Context: an optimization exercise on an open-source flow, tuned for small area. The choices shown serve that exercise and are no tape-out recipe.
Function was checked by simulation only, so behaviour that the tests miss may differ from the original.
Power is estimated from default activity; no workload was simulated.

main:
==> module fast_frame_ctrl, before the edit <==
module fast_frame_ctrl #(
    parameter int IMG_WIDTH  = 32,
    parameter int IMG_HEIGHT = 24
) (
    input  logic       i_clk,
    input  logic       i_rst_n,
    input  logic       i_valid,
    input  logic       i_start,
    output logic       o_ready,
    output logic       o_start,
    output logic       o_end,
    output logic       o_point_valid,
    output logic [9:0] o_cnt,
    output logic       o_chain_en,
    output logic       o_chain_b_en
);
    localparam int FILL = 3 * IMG_WIDTH + 6;
    localparam int LAST = IMG_WIDTH * IMG_HEIGHT - 1;
    logic active;
    logic vq;
    logic start_acc;
    assign start_acc     = i_valid && i_start && o_ready;
    assign o_ready       = !active && !o_end;
    assign o_point_valid = vq && !(o_cnt[9] && o_cnt[8]);
    assign o_start       = vq && (o_cnt == 10'd0);
    assign o_end         = vq && (o_cnt == 10'(LAST));
    assign o_chain_en    = i_valid && !(o_cnt[4:0] == 5'd29 || o_cnt[4:0] == 5'd30);
    assign o_chain_b_en  = o_chain_en && !(o_cnt[4:0] == 5'd0 || o_cnt[4:0] == 5'd1 ||
                                           o_cnt[4:0] == 5'd2);
    always_ff @(posedge i_clk or negedge i_rst_n) begin
        if (!i_rst_n) begin
            active <= 1'b0;
            vq     <= 1'b0;
        end else begin
            vq <= i_valid && (active || start_acc);
            if (start_acc) begin
                active <= 1'b1;
            end else if (i_valid && o_cnt == 10'(LAST - 1)) begin
                active <= 1'b0;
            end
        end
    end
    always_ff @(posedge i_clk) begin
        if (start_acc) begin
            o_cnt <= 10'(-FILL);
        end else if (i_valid && active) begin
            o_cnt <= o_cnt + 1'b1;
        end
    end
endmodule
==> module fast_window, before the edit <==
module fast_window #(
    parameter int IMG_WIDTH = 32
) (
    input  logic         i_clk,
    input  logic         i_valid,
    input  logic         i_chain_en,
    input  logic         i_chain_b_en,
    input  fast_pkg::pixel_t       i_pixel,
    output fast_pkg::fast_circle_t o_circle
);
    localparam int HEAD = 5;
    localparam int RW   = IMG_WIDTH - 2;
    localparam int ALEN = 5 * RW + 3;
    localparam int BLEN = RW - 4;
    logic [HEAD*8-1:0] head;
    logic [ALEN*8-1:0] chain_a;
    logic [BLEN*8-1:0] chain_b;
    always_ff @(posedge i_clk) begin
        if (i_valid) begin
            head <= {head[(HEAD-1)*8-1:0], i_pixel};
        end
    end
    always_ff @(posedge i_clk) begin
        if (i_chain_en) begin
            chain_a <= {chain_a[(ALEN-1)*8-1:0], head[HEAD*8-1 -: 8]};
        end
    end
    always_ff @(posedge i_clk) begin
        if (i_chain_b_en) begin
            chain_b <= {chain_b[(BLEN-1)*8-1:0], chain_a[ALEN*8-1 -: 8]};
        end
    end
    function automatic int pos(input int dx, input int dy);
        pos = 3 * RW - (dy * RW + dx);
    endfunction
    always_comb begin
        o_circle.center   = chain_a[pos( 0,  0)*8 +: 8];
        o_circle.ring[0]  = chain_b[(BLEN-2)*8 +: 8];
        o_circle.ring[1]  = chain_b[(BLEN-3)*8 +: 8];
        o_circle.ring[2]  = chain_a[pos( 2, -2)*8 +: 8];
        o_circle.ring[3]  = chain_a[pos( 3, -1)*8 +: 8];
        o_circle.ring[4]  = chain_a[pos( 3,  0)*8 +: 8];
        o_circle.ring[5]  = chain_a[pos( 3,  1)*8 +: 8];
        o_circle.ring[6]  = chain_a[pos( 2,  2)*8 +: 8];
        o_circle.ring[7]  = head[HEAD*8-1 -: 8];
        o_circle.ring[8]  = chain_a[pos( 0,  3)*8 +: 8];
        o_circle.ring[9]  = chain_a[pos(-1,  3)*8 +: 8];
        o_circle.ring[10] = chain_a[pos(-2,  2)*8 +: 8];
        o_circle.ring[11] = chain_a[pos(-3,  1)*8 +: 8];
        o_circle.ring[12] = chain_a[pos(-3,  0)*8 +: 8];
        o_circle.ring[13] = chain_a[pos(-3, -1)*8 +: 8];
        o_circle.ring[14] = chain_a[pos(-2, -2)*8 +: 8];
        o_circle.ring[15] = chain_b[(BLEN-1)*8 +: 8];
    end
endmodule
==> module fast_detector, before the edit <==
module fast_detector #(
    parameter int IMG_WIDTH  = 32,
    parameter int IMG_HEIGHT = 24,
    parameter int EDGE       = 4,
    parameter int THRESHOLD  = 20
) (
    input  logic   i_clk,
    input  logic   i_rst_n,
    input  logic   i_valid,
    input  logic   i_start,
    input  logic [7:0]  i_pixel,
    output logic   o_ready,
    output logic   o_start,
    output logic   o_end,
    output logic   o_point_valid,
    output logic [28:0] o_point
);
    fast_pkg::fast_circle_t circle;
    fast_pkg::corner_t      corner;
    logic [9:0]             cnt;
    logic                   chain_en;
    logic                   chain_b_en;
    fast_frame_ctrl #(
        .IMG_WIDTH  (IMG_WIDTH),
        .IMG_HEIGHT (IMG_HEIGHT)
    ) i_fast_frame_ctrl (
        .i_clk         (i_clk),
        .i_rst_n       (i_rst_n),
        .i_valid       (i_valid),
        .i_start       (i_start),
        .o_ready       (o_ready),
        .o_start       (o_start),
        .o_end         (o_end),
        .o_point_valid (o_point_valid),
        .o_cnt         (cnt),
        .o_chain_en    (chain_en),
        .o_chain_b_en  (chain_b_en)
    );
    fast_window #(
        .IMG_WIDTH (IMG_WIDTH)
    ) i_fast_window (
        .i_clk      (i_clk),
        .i_valid    (i_valid),
        .i_chain_en (chain_en),
        .i_chain_b_en (chain_b_en),
        .i_pixel    (i_pixel),
        .o_circle   (circle)
    );
    fast_segment_test #(
        .THRESHOLD (THRESHOLD)
    ) i_fast_segment_test (
        .i_circle (circle),
        .o_corner (corner)
    );
    fast_border_mask #(
        .IMG_WIDTH  (IMG_WIDTH),
        .IMG_HEIGHT (IMG_HEIGHT),
        .EDGE       (EDGE)
    ) i_fast_border_mask (
        .i_clk    (i_clk),
        .i_cnt    (cnt),
        .i_corner (corner),
        .o_point  (o_point)
    );
endmodule
==> flow/config.mk <==
export PLATFORM = sky130hd
export DESIGN_NAME = fast_detector
export DESIGN_NICKNAME = fast_detector
export VERILOG_FILES = /design/flow/design.v
export SDC_FILE = /design/flow/constraint.sdc
export NUM_CORES = 4
export LEC_CHECK = 0
export CAP_MARGIN = 20
export CORE_MARGIN = 2
export CORE_UTILIZATION = 65
export CTS_BUF_LIST = sky130_fd_sc_hd__clkbuf_16
export CTS_CLUSTER_DIAMETER = 80
export CTS_CLUSTER_SIZE = 25
export PLACE_DENSITY = 0.75
export SLEW_MARGIN = 20
==> flow/constraint.sdc <==
create_clock -name core_clock -period 20.0 [get_ports {i_clk}]
set_input_delay 4.0000 -clock core_clock [delete_from_list [all_inputs] [get_ports {i_clk}]]
set_output_delay 4.0000 -clock core_clock [all_outputs]
set_load 0.01 [all_outputs]
standard.sh (not shown) runs the stock make flow with config.mk's settings and CLKGATE_MAP_FILE= SYNTH_SCRIPT=/design/flow/synth_recipe.tcl, a recipe that flattens the netlist after the stock synthesis.
==> flow/flow/run.sh <==
#!/bin/bash
# Own flow: the standard layout (standard.sh, all ORFS steps and settings
# unchanged) with changes to the synthesis's mapping only:
#  - Yosys's synth runs with -noabc, so the explicit full adder equations of
#    the RTL reach extract_fa as written (no pre-mapping abc -fast pass that
#    inverts them);
#  - extract_fa extracts full adders only, leaving half adders to abc;
set -euo pipefail
W=$PWD
F=$W/flow
sed -e 's/extract_fa {\*}\[dont_use_extract_fa_args\]/extract_fa -fa/' \
    -e "s#  log_cmd abc {\*}\$abc_args#  log_cmd abc {*}[lreplace \$abc_args 1 1 $F/abc_area_relaxed.script]#" \
    "$FLOW_HOME/scripts/synth.tcl" > "$W/own_synth_core.tcl"
grep -q 'extract_fa -fa' "$W/own_synth_core.tcl"
grep -q 'abc_area_relaxed.script' "$W/own_synth_core.tcl"
{
    echo 'proc synth {args} { yosys synth -nofsm -noshare -noabc {*}$args }'
    echo "source $W/own_synth_core.tcl"
    tail -n +3 "$W/synth_recipe.tcl"
} > "$W/own_synth.tcl"
sed "s#SYNTH_SCRIPT=[^ ]*#SYNTH_SCRIPT=$W/own_synth.tcl#" "$W/standard.sh" > "$W/own_standard.sh"
grep -q "SYNTH_SCRIPT=$W/own_synth.tcl" "$W/own_standard.sh"
export CTS_ARGS="-sink_clustering_enable -repair_clock_nets -sink_clustering_size 25 -sink_clustering_max_diameter 80 -buf_list sky130_fd_sc_hd__clkbuf_16 -dont_use_dummy_load"
export BUFFER_PORTS_ARGS="-buffer_cell sky130_fd_sc_hd__buf_1"
bash "$W/own_standard.sh" finish > "$W/own_flow_make.log" 2>&1
==> flow/flow/abc_area_relaxed.script <==
&get -n
&st
&dch
&nf
&st
&syn2
&if -g -K 6
&synch2
&nf
&st
&syn2
&if -g -K 6
&synch2
&nf
&st
&dch -f
&nf -a
&st
&dch -f
&nf -p -R 100
&put
topo
stime -c
> inputs changed (main -> the feature branch)
diff --git a/flow/design.v b/flow/design.v
--- a/flow/design.v
+++ b/flow/design.v
@@ -36,4 +36,5 @@
     output logic [9:0] o_cnt,
     output logic       o_chain_en,
+    output logic       o_chain_a2_en,
     output logic       o_chain_b_en
 );
@@ -49,6 +50,6 @@
     assign o_end         = vq && (o_cnt == 10'(LAST));
     assign o_chain_en    = i_valid && !(o_cnt[4:0] == 5'd29 || o_cnt[4:0] == 5'd30);
-    assign o_chain_b_en  = o_chain_en && !(o_cnt[4:0] == 5'd0 || o_cnt[4:0] == 5'd1 ||
-                                           o_cnt[4:0] == 5'd2);
+    assign o_chain_a2_en = o_chain_en && !(o_cnt[4:0] == 5'd26);
+    assign o_chain_b_en  = o_chain_a2_en && !(o_cnt[4:0] == 5'd1 || o_cnt[4:0] == 5'd2);
     always_ff @(posedge i_clk or negedge i_rst_n) begin
         if (!i_rst_n) begin
@@ -81,4 +82,5 @@
     input  logic         i_valid,
     input  logic         i_chain_en,
+    input  logic         i_chain_a2_en,
     input  logic         i_chain_b_en,
     input  fast_pkg::pixel_t       i_pixel,
@@ -87,9 +89,11 @@
     localparam int HEAD = 5;
     localparam int RW   = IMG_WIDTH - 2;
-    localparam int ALEN = 5 * RW + 3;
-    localparam int BLEN = RW - 4;
-    logic [HEAD*8-1:0] head;
-    logic [ALEN*8-1:0] chain_a;
-    logic [BLEN*8-1:0] chain_b;
+    localparam int A1LEN = 4 * RW - 2;
+    localparam int A2LEN = RW + 4;
+    localparam int BLEN  = RW - 4;
+    logic [HEAD*8-1:0]  head;
+    logic [A1LEN*8-1:0] chain_a1;
+    logic [A2LEN*8-1:0] chain_a2;
+    logic [BLEN*8-1:0]  chain_b;
     always_ff @(posedge i_clk) begin
         if (i_valid) begin
@@ -99,10 +103,15 @@
     always_ff @(posedge i_clk) begin
         if (i_chain_en) begin
-            chain_a <= {chain_a[(ALEN-1)*8-1:0], head[HEAD*8-1 -: 8]};
+            chain_a1 <= {chain_a1[(A1LEN-1)*8-1:0], head[HEAD*8-1 -: 8]};
+        end
+    end
+    always_ff @(posedge i_clk) begin
+        if (i_chain_a2_en) begin
+            chain_a2 <= {chain_a2[(A2LEN-1)*8-1:0], chain_a1[A1LEN*8-1 -: 8]};
         end
     end
     always_ff @(posedge i_clk) begin
         if (i_chain_b_en) begin
-            chain_b <= {chain_b[(BLEN-1)*8-1:0], chain_a[ALEN*8-1 -: 8]};
+            chain_b <= {chain_b[(BLEN-1)*8-1:0], chain_a2[A2LEN*8-1 -: 8]};
         end
     end
@@ -111,20 +120,20 @@
     endfunction
     always_comb begin
-        o_circle.center   = chain_a[pos( 0,  0)*8 +: 8];
+        o_circle.center   = chain_a1[pos( 0,  0)*8 +: 8];
         o_circle.ring[0]  = chain_b[(BLEN-2)*8 +: 8];
         o_circle.ring[1]  = chain_b[(BLEN-3)*8 +: 8];
-        o_circle.ring[2]  = chain_a[pos( 2, -2)*8 +: 8];
-        o_circle.ring[3]  = chain_a[pos( 3, -1)*8 +: 8];
-        o_circle.ring[4]  = chain_a[pos( 3,  0)*8 +: 8];
-        o_circle.ring[5]  = chain_a[pos( 3,  1)*8 +: 8];
-        o_circle.ring[6]  = chain_a[pos( 2,  2)*8 +: 8];
+        o_circle.ring[2]  = chain_a2[(A2LEN-5)*8 +: 8];
+        o_circle.ring[3]  = chain_a1[pos( 3, -1)*8 +: 8];
+        o_circle.ring[4]  = chain_a1[pos( 3,  0)*8 +: 8];
+        o_circle.ring[5]  = chain_a1[pos( 3,  1)*8 +: 8];
+        o_circle.ring[6]  = chain_a1[pos( 2,  2)*8 +: 8];
         o_circle.ring[7]  = head[HEAD*8-1 -: 8];
-        o_circle.ring[8]  = chain_a[pos( 0,  3)*8 +: 8];
-        o_circle.ring[9]  = chain_a[pos(-1,  3)*8 +: 8];
-        o_circle.ring[10] = chain_a[pos(-2,  2)*8 +: 8];
-        o_circle.ring[11] = chain_a[pos(-3,  1)*8 +: 8];
-        o_circle.ring[12] = chain_a[pos(-3,  0)*8 +: 8];
-        o_circle.ring[13] = chain_a[pos(-3, -1)*8 +: 8];
-        o_circle.ring[14] = chain_a[pos(-2, -2)*8 +: 8];
+        o_circle.ring[8]  = chain_a1[pos( 0,  3)*8 +: 8];
+        o_circle.ring[9]  = chain_a1[pos(-1,  3)*8 +: 8];
+        o_circle.ring[10] = chain_a1[pos(-2,  2)*8 +: 8];
+        o_circle.ring[11] = chain_a1[pos(-3,  1)*8 +: 8];
+        o_circle.ring[12] = chain_a1[pos(-3,  0)*8 +: 8];
+        o_circle.ring[13] = chain_a2[5*8 +: 8];
+        o_circle.ring[14] = chain_a2[(A2LEN-1)*8 +: 8];
         o_circle.ring[15] = chain_b[(BLEN-1)*8 +: 8];
     end
@@ -3353,4 +3362,5 @@
     logic [9:0]             cnt;
     logic                   chain_en;
+    logic                   chain_a2_en;
     logic                   chain_b_en;
     fast_frame_ctrl #(
@@ -3368,4 +3378,5 @@
         .o_cnt         (cnt),
         .o_chain_en    (chain_en),
+        .o_chain_a2_en (chain_a2_en),
         .o_chain_b_en  (chain_b_en)
     );
@@ -3376,4 +3387,5 @@
         .i_valid    (i_valid),
         .i_chain_en (chain_en),
+        .i_chain_a2_en (chain_a2_en),
         .i_chain_b_en (chain_b_en),
         .i_pixel    (i_pixel),
[summary]
Delta(ratio of cells with drive above 1 in the final layout, the feature branch - main) < 0
The feature branch against main: core area has remained practically unchanged; last weighted congestion value of the routability-driven placer down about 8%.
Compared with main, in the feature branch clock-buffer cell count went down by 1, iteration count of the initial detailed-routing pass went down by 1, power went down by 6.9%.
Diff main -> the feature branch: wire length on met3 went up; count of state elements after synthesis shrank by about 0.54%.
Vias: the feature branch more than main
Of the two values seen for start point of the critical path, i_fast_window.chain_a[720] was produced by main and i_fast_window.chain_a1[720] by the feature branch.
The detailed-routing wirelength on met1 in the feature branch sits 3.7 mm below the value recorded for main.
Number of multi-input combinational cells grows by a few percent when moving from main to the feature branch.
Compared with main, the feature branch shows a higher global routing usage summed across all routing layers.

[afterwards: timing with drivers on the ports]
No port has a modelled driver above. Below, the same layouts with a new extraction and two added sets of constraints.
Step 1 assumes that a clkbuf_16 drives the clock port and a buf_2 every other input.
Step 2 moves the port delays by t, midway between the first and last clock arrival at a register: inputs arrive t later, outputs are due t later. That takes back most of the time a late clock gives input paths.
Three values: ideal ports, drivers, drivers and shift; two values: the first two.
| run | shift t [ns] | setup slack, ns | worst setup path after step 2 | clock arrival spread, ns |
|---|---|---|---|---|
| main | 0.691 | 6.544 / 6.544 / 6.544 | register to register | 0.091 / 0.090 |
| the feature branch | 0.697 | 6.984 / 6.984 / 6.984 | register to register | 0.154 / 0.154 |
After both steps every run listed still meets setup and hold.
